This design comes from an exercise in tuning for small area, a short achievable clock period and few clock cycles per item on the open sky130 flow, not from production work.
Where RTL was checked, it was by simulation tests only, not by an equivalence proof against the original.
No activity file was given, so power comes from the tool's default toggle rates.

==> inputs of job 8139 <==
==> flow/design.v <==
package fusion_pkg;
  typedef enum logic [1:0] {
    MODE_TRUNC    = 2'd0,
    MODE_ROUND    = 2'd1,
    MODE_PASS_NEW = 2'd2,
    MODE_PASS_OLD = 2'd3
  } mode_e;
  function automatic int beats_per_frame(input int image_dim, input int pixels_per_beat);
    beats_per_frame = (image_dim * image_dim) / pixels_per_beat;
  endfunction
  function automatic int cnt_width(input int n);
    cnt_width = (n > 1) ? $clog2(n) : 1;
  endfunction
endpackage
module fusion_lane
(
  input  logic       clk,
  input  logic       en,           
  input  logic       frc_one,      
  input  logic       frc_zero,     
  input  logic       c_half,       
  input  logic       c_pass,       
  input  logic       sel_y,        
  input  logic       sel_x,        
  input  logic       pass2,        
  input  logic [7:0] x_in,
  input  logic [7:0] y_in,
  input  logic [7:0] d_in,
  output logic [7:0] fused
);
  logic [7:0] deff;
  logic [7:0] pp0, pp1, pp2, pp3, pp4, pp5, pp6, pp7;
  logic [15:0] row_a, row_b, sum;
  logic [7:0] blend;
  logic s1, c2, s3, c4, s5, c6, s7, c8, s9, c10, s11, c12, s13, c14, s15, c16, s17, c18, s19, c20, s21, c22, s23, c24, s25, c26, s27, c28, s29, c30, s31, c32, s33, c34, s35, c36, s37, c38, s39, c40, s41, c42, s43, c44, s45, c46, s47, c48, s49, c50, s51, c52, s53, c54, s55, c56, s57, c58, s59, c60, s61, c62, s63, c64, s65, c66, s67, c68, s69, c70, s71, c72, s73, c74, s102, c103, s104, c105, s106, c107, s108, c109, s110, c111, s112, c113;
  logic r75, r76, r77, r78, r79, r80, r81, r82, r83, r84, r85, r86, r87, r88, r89, r90, r91, r92, r93, r94, r95, r96, r97, r98, r99, r100, r101;
  assign deff = d_in;
  assign pp0 = deff[0] ? y_in : x_in;
  assign pp1 = deff[1] ? y_in : x_in;
  assign pp2 = deff[2] ? y_in : x_in;
  assign pp3 = deff[3] ? y_in : x_in;
  assign pp4 = deff[4] ? y_in : x_in;
  assign pp5 = deff[5] ? y_in : x_in;
  assign pp6 = deff[6] ? y_in : x_in;
  assign pp7 = deff[7] ? y_in : x_in;
  logic pass1;
  logic [7:0] v;
  assign pass1 = sel_x | sel_y;
  assign v = sel_x ? x_in : y_in;
  assign s1 = pp0[6] ^ pp1[5];
  assign c2 = pp0[6] & pp1[5];
  assign s3 = c_half ^ pp0[7] ^ pp1[6];
  assign c4 = (c_half & pp0[7]) | (c_half & pp1[6]) | (pp0[7] & pp1[6]);
  assign s5 = pp2[5] ^ pp3[4] ^ pp4[3];
  assign c6 = (pp2[5] & pp3[4]) | (pp2[5] & pp4[3]) | (pp3[4] & pp4[3]);
  assign s7 = pp5[2] ^ pp6[1];
  assign c8 = pp5[2] & pp6[1];
  assign s9 = pp1[7] ^ pp2[6] ^ pp3[5];
  assign c10 = (pp1[7] & pp2[6]) | (pp1[7] & pp3[5]) | (pp2[6] & pp3[5]);
  assign s11 = pp4[4] ^ pp5[3] ^ pp6[2];
  assign c12 = (pp4[4] & pp5[3]) | (pp4[4] & pp6[2]) | (pp5[3] & pp6[2]);
  assign s13 = pp2[7] ^ pp3[6] ^ pp4[5];
  assign c14 = (pp2[7] & pp3[6]) | (pp2[7] & pp4[5]) | (pp3[6] & pp4[5]);
  assign s15 = pp0[4] ^ pp1[3];
  assign c16 = pp0[4] & pp1[3];
  assign s17 = pp0[5] ^ pp1[4] ^ pp2[3];
  assign c18 = (pp0[5] & pp1[4]) | (pp0[5] & pp2[3]) | (pp1[4] & pp2[3]);
  assign s19 = pp3[2] ^ pp4[1];
  assign c20 = pp3[2] & pp4[1];
  assign s21 = pp2[4] ^ pp3[3] ^ pp4[2];
  assign c22 = (pp2[4] & pp3[3]) | (pp2[4] & pp4[2]) | (pp3[3] & pp4[2]);
  assign s23 = pp5[1] ^ pp6[0] ^ s1;
  assign c24 = (pp5[1] & pp6[0]) | (pp5[1] & s1) | (pp6[0] & s1);
  assign s25 = pp7[0] ^ c2 ^ s7;
  assign c26 = (pp7[0] & c2) | (pp7[0] & s7) | (c2 & s7);
  assign s27 = s3 ^ s5;
  assign c28 = s3 & s5;
  assign s29 = pp7[1] ^ c8 ^ c4;
  assign c30 = (pp7[1] & c8) | (pp7[1] & c4) | (c8 & c4);
  assign s31 = c6 ^ s9 ^ s11;
  assign c32 = (c6 & s9) | (c6 & s11) | (s9 & s11);
  assign s33 = pp5[4] ^ pp6[3] ^ pp7[2];
  assign c34 = (pp5[4] & pp6[3]) | (pp5[4] & pp7[2]) | (pp6[3] & pp7[2]);
  assign s35 = c10 ^ c12 ^ s13;
  assign c36 = (c10 & c12) | (c10 & s13) | (c12 & s13);
  assign s37 = pp3[7] ^ pp4[6] ^ pp5[5];
  assign c38 = (pp3[7] & pp4[6]) | (pp3[7] & pp5[5]) | (pp4[6] & pp5[5]);
  assign s39 = pp6[4] ^ pp7[3] ^ c14;
  assign c40 = (pp6[4] & pp7[3]) | (pp6[4] & c14) | (pp7[3] & c14);
  assign s41 = pp4[7] ^ pp5[6] ^ pp6[5];
  assign c42 = (pp4[7] & pp5[6]) | (pp4[7] & pp6[5]) | (pp5[6] & pp6[5]);
  assign s43 = pp0[3] ^ pp1[2];
  assign c44 = pp0[3] & pp1[2];
  assign s45 = pp2[2] ^ pp3[1] ^ pp4[0];
  assign c46 = (pp2[2] & pp3[1]) | (pp2[2] & pp4[0]) | (pp3[1] & pp4[0]);
  assign s47 = pp5[0] ^ c16 ^ s19;
  assign c48 = (pp5[0] & c16) | (pp5[0] & s19) | (c16 & s19);
  assign s49 = c20 ^ c18 ^ s21;
  assign c50 = (c20 & c18) | (c20 & s21) | (c18 & s21);
  assign s51 = c22 ^ c24 ^ s25;
  assign c52 = (c22 & c24) | (c22 & s25) | (c24 & s25);
  assign s53 = c26 ^ c28 ^ s29;
  assign c54 = (c26 & c28) | (c26 & s29) | (c28 & s29);
  assign s55 = s33 ^ c30 ^ c32;
  assign c56 = (s33 & c30) | (s33 & c32) | (c30 & c32);
  assign s57 = c34 ^ s37 ^ c36;
  assign c58 = (c34 & s37) | (c34 & c36) | (s37 & c36);
  assign s59 = pp7[4] ^ c38 ^ s41;
  assign c60 = (pp7[4] & c38) | (pp7[4] & s41) | (c38 & s41);
  assign s61 = pp5[7] ^ pp6[6] ^ pp7[5];
  assign c62 = (pp5[7] & pp6[6]) | (pp5[7] & pp7[5]) | (pp6[6] & pp7[5]);
  assign s63 = pp0[2] ^ pp1[1] ^ pp2[0];
  assign c64 = (pp0[2] & pp1[1]) | (pp0[2] & pp2[0]) | (pp1[1] & pp2[0]);
  assign s65 = pp2[1] ^ pp3[0] ^ s43;
  assign c66 = (pp2[1] & pp3[0]) | (pp2[1] & s43) | (pp3[0] & s43);
  assign s67 = c44 ^ s15 ^ s45;
  assign c68 = (c44 & s15) | (c44 & s45) | (s15 & s45);
  assign s69 = c46 ^ s17 ^ s47;
  assign c70 = (c46 & s17) | (c46 & s47) | (s17 & s47);
  assign s71 = c42 ^ s61 ^ c60;
  assign c72 = (c42 & s61) | (c42 & c60) | (s61 & c60);
  assign s73 = pp6[7] ^ pp7[6] ^ c62;
  assign c74 = (pp6[7] & pp7[6]) | (pp6[7] & c62) | (pp7[6] & c62);
  logic [5:0] low_sum;
  assign low_sum = {1'b0, c66, c64, s63, pp0[1], pp0[0]} + {1'b0, s67, s65, 1'b0, pp1[0], 1'b0};
  assign s102 = r77 ^ r78 ^ r79;
  assign c103 = (r77 & r78) | (r77 & r79) | (r78 & r79);
  assign s104 = r81 ^ r82 ^ r83;
  assign c105 = (r81 & r82) | (r81 & r83) | (r82 & r83);
  assign s106 = r84 ^ r85 ^ r86;
  assign c107 = (r84 & r85) | (r84 & r86) | (r85 & r86);
  assign s108 = r87 ^ r88 ^ r89;
  assign c109 = (r87 & r88) | (r87 & r89) | (r88 & r89);
  assign s110 = r90 ^ r91 ^ r92;
  assign c111 = (r90 & r91) | (r90 & r92) | (r91 & r92);
  assign s112 = r93 ^ r94 ^ r95;
  assign c113 = (r93 & r94) | (r93 & r95) | (r94 & r95);
  assign row_a = {1'b0, r99, r97, c113, c111, c109, c107, c105, c103, s102, r75, 1'b0, 1'b0, 1'b0, 1'b0, 1'b0};
  assign row_b = {1'b0, r100, r98, r96, s112, s110, s108, s106, s104, r80, r76, 1'b0, 1'b0, 1'b0, 1'b0, 1'b0};
  logic [11:0] sum_hi;
  assign sum_hi = {row_a[15:5], 1'b1} + {row_b[15:5], r101};
  assign sum = {sum_hi[11:1], 5'b0};
  assign blend = sum[15:8];
  always_ff @(posedge clk) begin
    if (en) begin
      r75 <= pass1 ? v[0] : c68;
      r76 <= s69;
      r77 <= pass1 ? v[1] : c48;
      r78 <= s49;
      r79 <= pass1 ? v[2] : s23;
      r80 <= c70;
      r81 <= pass1 ? v[3] : c50;
      r82 <= s51;
      r83 <= pass1 ? v[4] : s27;
      r84 <= c52;
      r85 <= s53;
      r86 <= s31;
      r87 <= c54;
      r88 <= s55;
      r89 <= s35;
      r90 <= c56;
      r91 <= s57;
      r92 <= s39;
      r93 <= c58;
      r94 <= s59;
      r95 <= pass1 ? v[5] : c40;
      r96 <= s71;
      r97 <= c72;
      r98 <= s73;
      r99 <= pass1 ? v[6] : pp7[7];
      r100 <= pass1 ? v[7] : c74;
      r101 <= low_sum[5];
    end
  end
  logic [7:0] res;
  assign res = pass2 ? {r100, r99, r95, r83, r81, r79, r77, r75} : blend;
  always_ff @(posedge clk)
    if (en) fused <= res;
endmodule
module fusion_blend_v2
#(
  parameter int PIXELS_PER_BEAT = 16,
  parameter int PIX_W           = 8,
  parameter int WGT_W           = 8,
  parameter int IMAGE_DIM       = 512
) (
  input  logic                             clk,
  input  logic                             rst,
  input  logic [1:0]                       mode,
  input  logic                             in_valid,
  output logic                             in_ready,
  input  logic [PIX_W*PIXELS_PER_BEAT-1:0] old_frame,
  input  logic [PIX_W*PIXELS_PER_BEAT-1:0] new_frame,
  input  logic [WGT_W*PIXELS_PER_BEAT-1:0] weight,
  output logic                             out_valid,
  input  logic                             out_ready,
  output logic [PIX_W*PIXELS_PER_BEAT-1:0] fused_frame,
  output logic                             out_last,
  output logic                             frame_done
);
  localparam int BPF   = fusion_pkg::beats_per_frame(IMAGE_DIM, PIXELS_PER_BEAT);
  localparam int CNT_W = fusion_pkg::cnt_width(BPF);
  localparam logic [CNT_W-1:0] LAST_IDX = CNT_W'(BPF - 1);
  localparam int NST = 2;    
  localparam bit PASSMUX = 1;
  logic             en, acc, out_hs, first_beat, is_last, hold0;
  logic             mode_ok_q;
  logic [NST-1:0]   v_q, last_q;
  logic             done_q;
  logic [CNT_W-1:0] cnt_q;
  assign en     = !v_q[NST-1] || out_ready;
  assign out_hs = v_q[NST-1] && out_ready;
  assign first_beat = (cnt_q == '0);
  assign is_last    = (cnt_q == LAST_IDX);
  assign hold0    = first_beat && !mode_ok_q;
  assign in_ready = en && !hold0;
  assign acc      = in_valid && in_ready;
  always_ff @(posedge clk) begin
    if (rst) begin
      mode_ok_q <= 1'b0;
      cnt_q     <= '0;
      v_q       <= '0;
      done_q    <= 1'b0;
    end else begin
      if (in_valid && hold0) mode_ok_q <= 1'b1;
      if (acc) begin
        cnt_q <= is_last ? '0 : cnt_q + CNT_W'(1);
        if (first_beat) mode_ok_q <= 1'b0;
      end
      if (en) v_q <= NST'({v_q, in_valid && !hold0});
      done_q <= out_hs && last_q[NST-1];
    end
  end
  always_ff @(posedge clk)
    if (en) last_q <= NST'({last_q, is_last});
  logic p_new, p_old, c_half, c_pass, frc_one, frc_zero, sel_x, sel_y;
  always_ff @(posedge clk) begin
    if (rst) begin
      p_new    <= 1'b0;
      p_old    <= 1'b0;
      c_half   <= 1'b0;
      c_pass   <= 1'b0;
    end else if (in_valid && hold0) begin
      p_new    <= (mode == 2'd2);
      p_old    <= (mode == 2'd3);
      c_half   <= PASSMUX ? (mode == 2'd1) : (mode != 2'd0);
      c_pass   <= !PASSMUX && mode[1];
    end
  end
  assign frc_one  = !PASSMUX && p_new;
  assign frc_zero = !PASSMUX && p_old;
  assign sel_y    = PASSMUX && p_new;
  assign sel_x    = PASSMUX && p_old;
  logic pass2_q;
  always_ff @(posedge clk)
    if (en) pass2_q <= p_new || p_old;
  for (genvar i = 0; i < PIXELS_PER_BEAT; i++) begin : g_lane
    fusion_lane u_lane (
      .clk      (clk),
      .en       (en),
      .frc_one  (frc_one),
      .frc_zero (frc_zero),
      .c_half   (c_half),
      .c_pass   (c_pass),
      .sel_y    (sel_y),
      .sel_x    (sel_x),
      .pass2    (pass2_q),
      .x_in     (old_frame[i*PIX_W +: PIX_W]),
      .y_in     (new_frame[i*PIX_W +: PIX_W]),
      .d_in     (weight[i*WGT_W +: WGT_W]),
      .fused    (fused_frame[i*PIX_W +: PIX_W])
    );
  end
  assign out_valid  = v_q[NST-1];
  assign out_last   = last_q[NST-1];
  assign frame_done = done_q;
endmodule
==> flow/flow/run.sh <==
#!/bin/bash
# Own layout flow: the standard layout (standard.sh, unchanged synthesis and steps), with
# the port buffers that global placement inserts made plain buffers instead of the default
# delay-buffer cell. Every input and output port still gets its own buffer.
set -euo pipefail
export BUFFER_PORTS_ARGS="-buffer_cell sky130_fd_sc_hd__buf_2"
bash standard.sh > standard.log 2>&1
==> flow/standard.sh <==
#!/bin/bash
# synth_recipe.tcl (not shown) runs the flow's synth.tcl, then flattens the netlist and writes it again
# the make line also repeats each setting of config.mk as NAME=value (left out here)
make -C /OpenROAD-flow-scripts/flow DESIGN_CONFIG=/design/flow/config.mk WORK_HOME=/design/flow/orfs CLKGATE_MAP_FILE= SYNTH_SCRIPT=/design/flow/synth_recipe.tcl "${@:-finish}"
==> flow/config.mk <==
export PLATFORM = sky130hd
export DESIGN_NAME = fusion_blend_v2
export DESIGN_NICKNAME = fusion_blend_v2
export VERILOG_FILES = /design/flow/design.v
export SDC_FILE = /design/flow/constraint.sdc
export NUM_CORES = 4
export LEC_CHECK = 0
export CAP_MARGIN = 20
export CORE_MARGIN = 2
export CORE_UTILIZATION = 55
export PLACE_DENSITY = 0.65
export SETUP_SLACK_MARGIN = 2.0
export SLEW_MARGIN = 20
==> flow/constraint.sdc <==
create_clock -name core_clock -period 5.5 [get_ports {clk}]
set_input_delay 1.1000 -clock core_clock [delete_from_list [all_inputs] [get_ports {clk}]]
set_output_delay 1.1000 -clock core_clock [all_outputs]
set_load 0.01 [all_outputs]
==> job 3694: changes against job 8139 <==
--- a/flow/design.v
+++ b/flow/design.v
@@ -32,8 +32,8 @@
   logic [7:0] pp0, pp1, pp2, pp3, pp4, pp5, pp6, pp7;
   logic [15:0] row_a, row_b, sum;
   logic [7:0] blend;
-  logic s1, c2, s3, c4, s5, c6, s7, c8, s9, c10, s11, c12, s13, c14, s15, c16, s17, c18, s19, c20, s21, c22, s23, c24, s25, c26, s27, c28, s29, c30, s31, c32, s33, c34, s35, c36, s37, c38, s39, c40, s41, c42, s43, c44, s45, c46, s47, c48, s49, c50, s51, c52, s53, c54, s55, c56, s57, c58, s59, c60, s61, c62, s63, c64, s65, c66, s67, c68, s69, c70, s71, c72, s73, c74, s102, c103, s104, c105, s106, c107, s108, c109, s110, c111, s112, c113;
-  logic r75, r76, r77, r78, r79, r80, r81, r82, r83, r84, r85, r86, r87, r88, r89, r90, r91, r92, r93, r94, r95, r96, r97, r98, r99, r100, r101;
+  logic s1, c2, s3, c4, s5, c6, s7, c8, s9, c10, s11, c12, s13, c14, s15, c16, s17, c18, s19, c20, s21, c22, s23, c24, s25, c26, s27, c28, s29, c30, s31, c32, s33, c34, s35, c36, s37, c38, s39, c40, s41, c42, s43, c44, s45, c46, s47, c48, s49, c50, s51, c52, s53, c54, s55, c56, s57, c58, s59, c60, s61, c62, s63, c64, s65, c66, s67, c68, s69, c70, s71, c72, s73, c74, s100, c101, s102, c103, s104, c105, s106, c107, s108, c109, s110, c111;
+  logic r75, r76, r77, r78, r79, r80, r81, r82, r83, r84, r85, r86, r87, r88, r89, r90, r91, r92, r93, r94, r95, r96, r97, r98, r99;
   assign deff = d_in;
   assign pp0 = deff[0] ? y_in : x_in;
   assign pp1 = deff[1] ? y_in : x_in;
@@ -121,59 +121,57 @@
   assign c72 = (c42 & s61) | (c42 & c60) | (s61 & c60);
   assign s73 = pp6[7] ^ pp7[6] ^ c62;
   assign c74 = (pp6[7] & pp7[6]) | (pp6[7] & c62) | (pp7[6] & c62);
-  logic [5:0] low_sum;
-  assign low_sum = {1'b0, c66, c64, s63, pp0[1], pp0[0]} + {1'b0, s67, s65, 1'b0, pp1[0], 1'b0};
-  assign s102 = r77 ^ r78 ^ r79;
-  assign c103 = (r77 & r78) | (r77 & r79) | (r78 & r79);
-  assign s104 = r81 ^ r82 ^ r83;
-  assign c105 = (r81 & r82) | (r81 & r83) | (r82 & r83);
-  assign s106 = r84 ^ r85 ^ r86;
-  assign c107 = (r84 & r85) | (r84 & r86) | (r85 & r86);
-  assign s108 = r87 ^ r88 ^ r89;
-  assign c109 = (r87 & r88) | (r87 & r89) | (r88 & r89);
-  assign s110 = r90 ^ r91 ^ r92;
-  assign c111 = (r90 & r91) | (r90 & r92) | (r91 & r92);
-  assign s112 = r93 ^ r94 ^ r95;
-  assign c113 = (r93 & r94) | (r93 & r95) | (r94 & r95);
-  assign row_a = {1'b0, r99, r97, c113, c111, c109, c107, c105, c103, s102, r75, 1'b0, 1'b0, 1'b0, 1'b0, 1'b0};
-  assign row_b = {1'b0, r100, r98, r96, s112, s110, s108, s106, s104, r80, r76, 1'b0, 1'b0, 1'b0, 1'b0, 1'b0};
-  logic [11:0] sum_hi;
-  assign sum_hi = {row_a[15:5], 1'b1} + {row_b[15:5], r101};
-  assign sum = {sum_hi[11:1], 5'b0};
+  logic [6:0] low_sum;
+  assign low_sum = {1'b0, c68, c66, c64, s63, pp0[1], pp0[0]} + {1'b0, s69, s67, s65, 1'b0, pp1[0], 1'b0};
+  assign s100 = r75 ^ r76 ^ r77;
+  assign c101 = (r75 & r76) | (r75 & r77) | (r76 & r77);
+  assign s102 = r79 ^ r80 ^ r81;
+  assign c103 = (r79 & r80) | (r79 & r81) | (r80 & r81);
+  assign s104 = r82 ^ r83 ^ r84;
+  assign c105 = (r82 & r83) | (r82 & r84) | (r83 & r84);
+  assign s106 = r85 ^ r86 ^ r87;
+  assign c107 = (r85 & r86) | (r85 & r87) | (r86 & r87);
+  assign s108 = r88 ^ r89 ^ r90;
+  assign c109 = (r88 & r89) | (r88 & r90) | (r89 & r90);
+  assign s110 = r91 ^ r92 ^ r93;
+  assign c111 = (r91 & r92) | (r91 & r93) | (r92 & r93);
+  assign row_a = {1'b0, r97, r95, c111, c109, c107, c105, c103, c101, s100, 1'b0, 1'b0, 1'b0, 1'b0, 1'b0, 1'b0};
+  assign row_b = {1'b0, r98, r96, r94, s110, s108, s106, s104, s102, r78, 1'b0, 1'b0, 1'b0, 1'b0, 1'b0, 1'b0};
+  logic [10:0] sum_hi;
+  assign sum_hi = {row_a[15:6], 1'b1} + {row_b[15:6], r99};
+  assign sum = {sum_hi[10:1], 6'b0};
   assign blend = sum[15:8];
   always_ff @(posedge clk) begin
     if (en) begin
-      r75 <= pass1 ? v[0] : c68;
-      r76 <= s69;
-      r77 <= pass1 ? v[1] : c48;
-      r78 <= s49;
-      r79 <= pass1 ? v[2] : s23;
-      r80 <= c70;
-      r81 <= pass1 ? v[3] : c50;
-      r82 <= s51;
-      r83 <= pass1 ? v[4] : s27;
-      r84 <= c52;
-      r85 <= s53;
-      r86 <= s31;
-      r87 <= c54;
-      r88 <= s55;
-      r89 <= s35;
-      r90 <= c56;
-      r91 <= s57;
-      r92 <= s39;
-      r93 <= c58;
-      r94 <= s59;
-      r95 <= pass1 ? v[5] : c40;
-      r96 <= s71;
-      r97 <= c72;
-      r98 <= s73;
-      r99 <= pass1 ? v[6] : pp7[7];
-      r100 <= pass1 ? v[7] : c74;
-      r101 <= low_sum[5];
+      r75 <= pass1 ? v[0] : c48;
+      r76 <= s49;
+      r77 <= pass1 ? v[1] : s23;
+      r78 <= c70;
+      r79 <= pass1 ? v[2] : c50;
+      r80 <= s51;
+      r81 <= pass1 ? v[3] : s27;
+      r82 <= c52;
+      r83 <= s53;
+      r84 <= s31;
+      r85 <= c54;
+      r86 <= s55;
+      r87 <= s35;
+      r88 <= c56;
+      r89 <= s57;
+      r90 <= pass1 ? v[4] : s39;
+      r91 <= c58;
+      r92 <= s59;
+      r93 <= pass1 ? v[5] : c40;
+      r94 <= s71;
+      r95 <= c72;
+      r96 <= s73;
+      r97 <= pass1 ? v[6] : pp7[7];
+      r98 <= pass1 ? v[7] : c74;
+      r99 <= low_sum[6];
     end
   end
   logic [7:0] res;
-  assign res = pass2 ? {r100, r99, r95, r83, r81, r79, r77, r75} : blend;
+  assign res = pass2 ? {r98, r97, r93, r90, r81, r79, r77, r75} : blend;
   always_ff @(posedge clk)
     if (en) fused <= res;
 endmodule
@@ -204,29 +202,39 @@
   localparam int NST = 2;    
   localparam bit PASSMUX = 1;
   logic             en, acc, out_hs, first_beat, is_last, hold0;
-  logic             mode_ok_q;
+  logic             mode_ok_q, mode_ok_d, first_q, first_d, hold0_q;
   logic [NST-1:0]   v_q, last_q;
   logic             done_q;
   logic [CNT_W-1:0] cnt_q;
   assign en     = !v_q[NST-1] || out_ready;
   assign out_hs = v_q[NST-1] && out_ready;
-  assign first_beat = (cnt_q == '0);
-  assign is_last    = (cnt_q == LAST_IDX);
-  assign hold0    = first_beat && !mode_ok_q;
-  assign in_ready = en && !hold0;
-  assign acc      = in_valid && in_ready;
+  assign is_last = (cnt_q == LAST_IDX);
+  assign first_beat = first_q;
+  assign hold0      = hold0_q;
+  assign in_ready   = en && !hold0;
+  assign acc        = in_valid && in_ready;
+  always_comb begin
+    first_d   = first_q;
+    mode_ok_d = mode_ok_q;
+    if (in_valid && hold0) mode_ok_d = 1'b1;
+    if (acc) begin
+      first_d = is_last;
+      if (first_beat) mode_ok_d = 1'b0;
+    end
+  end
   always_ff @(posedge clk) begin
     if (rst) begin
       mode_ok_q <= 1'b0;
+      first_q   <= 1'b1;
+      hold0_q   <= 1'b1;
       cnt_q     <= '0;
       v_q       <= '0;
       done_q    <= 1'b0;
     end else begin
-      if (in_valid && hold0) mode_ok_q <= 1'b1;
-      if (acc) begin
-        cnt_q <= is_last ? '0 : cnt_q + CNT_W'(1);
-        if (first_beat) mode_ok_q <= 1'b0;
-      end
+      mode_ok_q <= mode_ok_d;
+      first_q   <= first_d;
+      hold0_q   <= first_d && !mode_ok_d;
+      if (acc) cnt_q <= is_last ? '0 : cnt_q + CNT_W'(1);
       if (en) v_q <= NST'({v_q, in_valid && !hold0});
       done_q <= out_hs && last_q[NST-1];
     end
--- a/flow/config.mk
+++ b/flow/config.mk
@@ -7,7 +7,7 @@
 export LEC_CHECK = 0
 export CAP_MARGIN = 20
 export CORE_MARGIN = 2
-export CORE_UTILIZATION = 55
-export PLACE_DENSITY = 0.65
+export CORE_UTILIZATION = 65
+export PLACE_DENSITY = 0.72
 export SETUP_SLACK_MARGIN = 2.0
 export SLEW_MARGIN = 20
==> comparison <==
- Hold slack: job 3694 is worse than job 8139 (29 ps).
- Clock-buffer cell count: job 8139 is higher than job 3694 (12).
- In job 3694 the critical path depth is higher than in job 8139, by 3.
- Of job 8139 and job 3694, job 8139 has the higher first-iteration DRC count (gap about 2.3%, measured against job 3694).
- In job 8139 the via count is larger than in job 3694, by 0.73%.
==> figures <==
Result of the run: job 3694 no timing/DRC/antenna violations; job 8139 no timing/DRC/antenna violations
Minimum clock period: job 3694 3120 ps; job 8139 3230 ps
Pre-antenna DRT Iters: job 3694 6; job 8139 5
Net load switching power: job 3694 10.5 mW; job 8139 11.0 mW
Number of filler instances in the final layout: job 3694 6,024; job 8139 8,124
Worst path arrival time: job 3694 3510 ps; job 8139 2130 ps
FF-to-FF setup slack: job 3694 2390 ps; job 8139 2430 ps
Top-area cell type share of the netlist area: job 3694 29.6%; job 8139 30.9%
Multi-input combinational cell area: job 3694 33,800 um^2; job 8139 33,600 um^2
Signal inverters: job 3694 606; job 8139 591
Share of total power in sequential cells: job 3694 31.0%; job 8139 30.4%
Testbench counts of job 3694, summed over its fixed seeds: cycles 65,548, items 65,536.
The RTL of job 8139 was laid out without a check of its function.

==> port drivers added, routing unchanged <==
The results above use ideal ports. As a check the final layouts listed here were re-extracted and re-timed, cells and wires unchanged. Step 1 sets driving cells, clkbuf_16 on the clock port and buf_2 on the other inputs (assumed; they add their load-dependent delay and slew). Step 2 also shifts input and output timing later by t, the mid clock arrival at the registers, as if the neighbouring blocks saw the same clock. Slacks: ideal / step 1 / step 2; pairs: ideal / step 1.
run	shift t [ns]	slack for setup (ns)	worst setup path at the end	worst register clock-pin slew, ns
job 8139	0.698	2.272 / 2.198 / 1.667	input to register	0.07 / 0.07
job 3694	0.707	2.377 / 2.362 / 1.655	input to register	0.07 / 0.07
After both steps every run listed still meets setup and hold. The setup slack of job 3694, which loses most, moves by -0.015 ns with the drivers and by -0.722 ns with both steps.
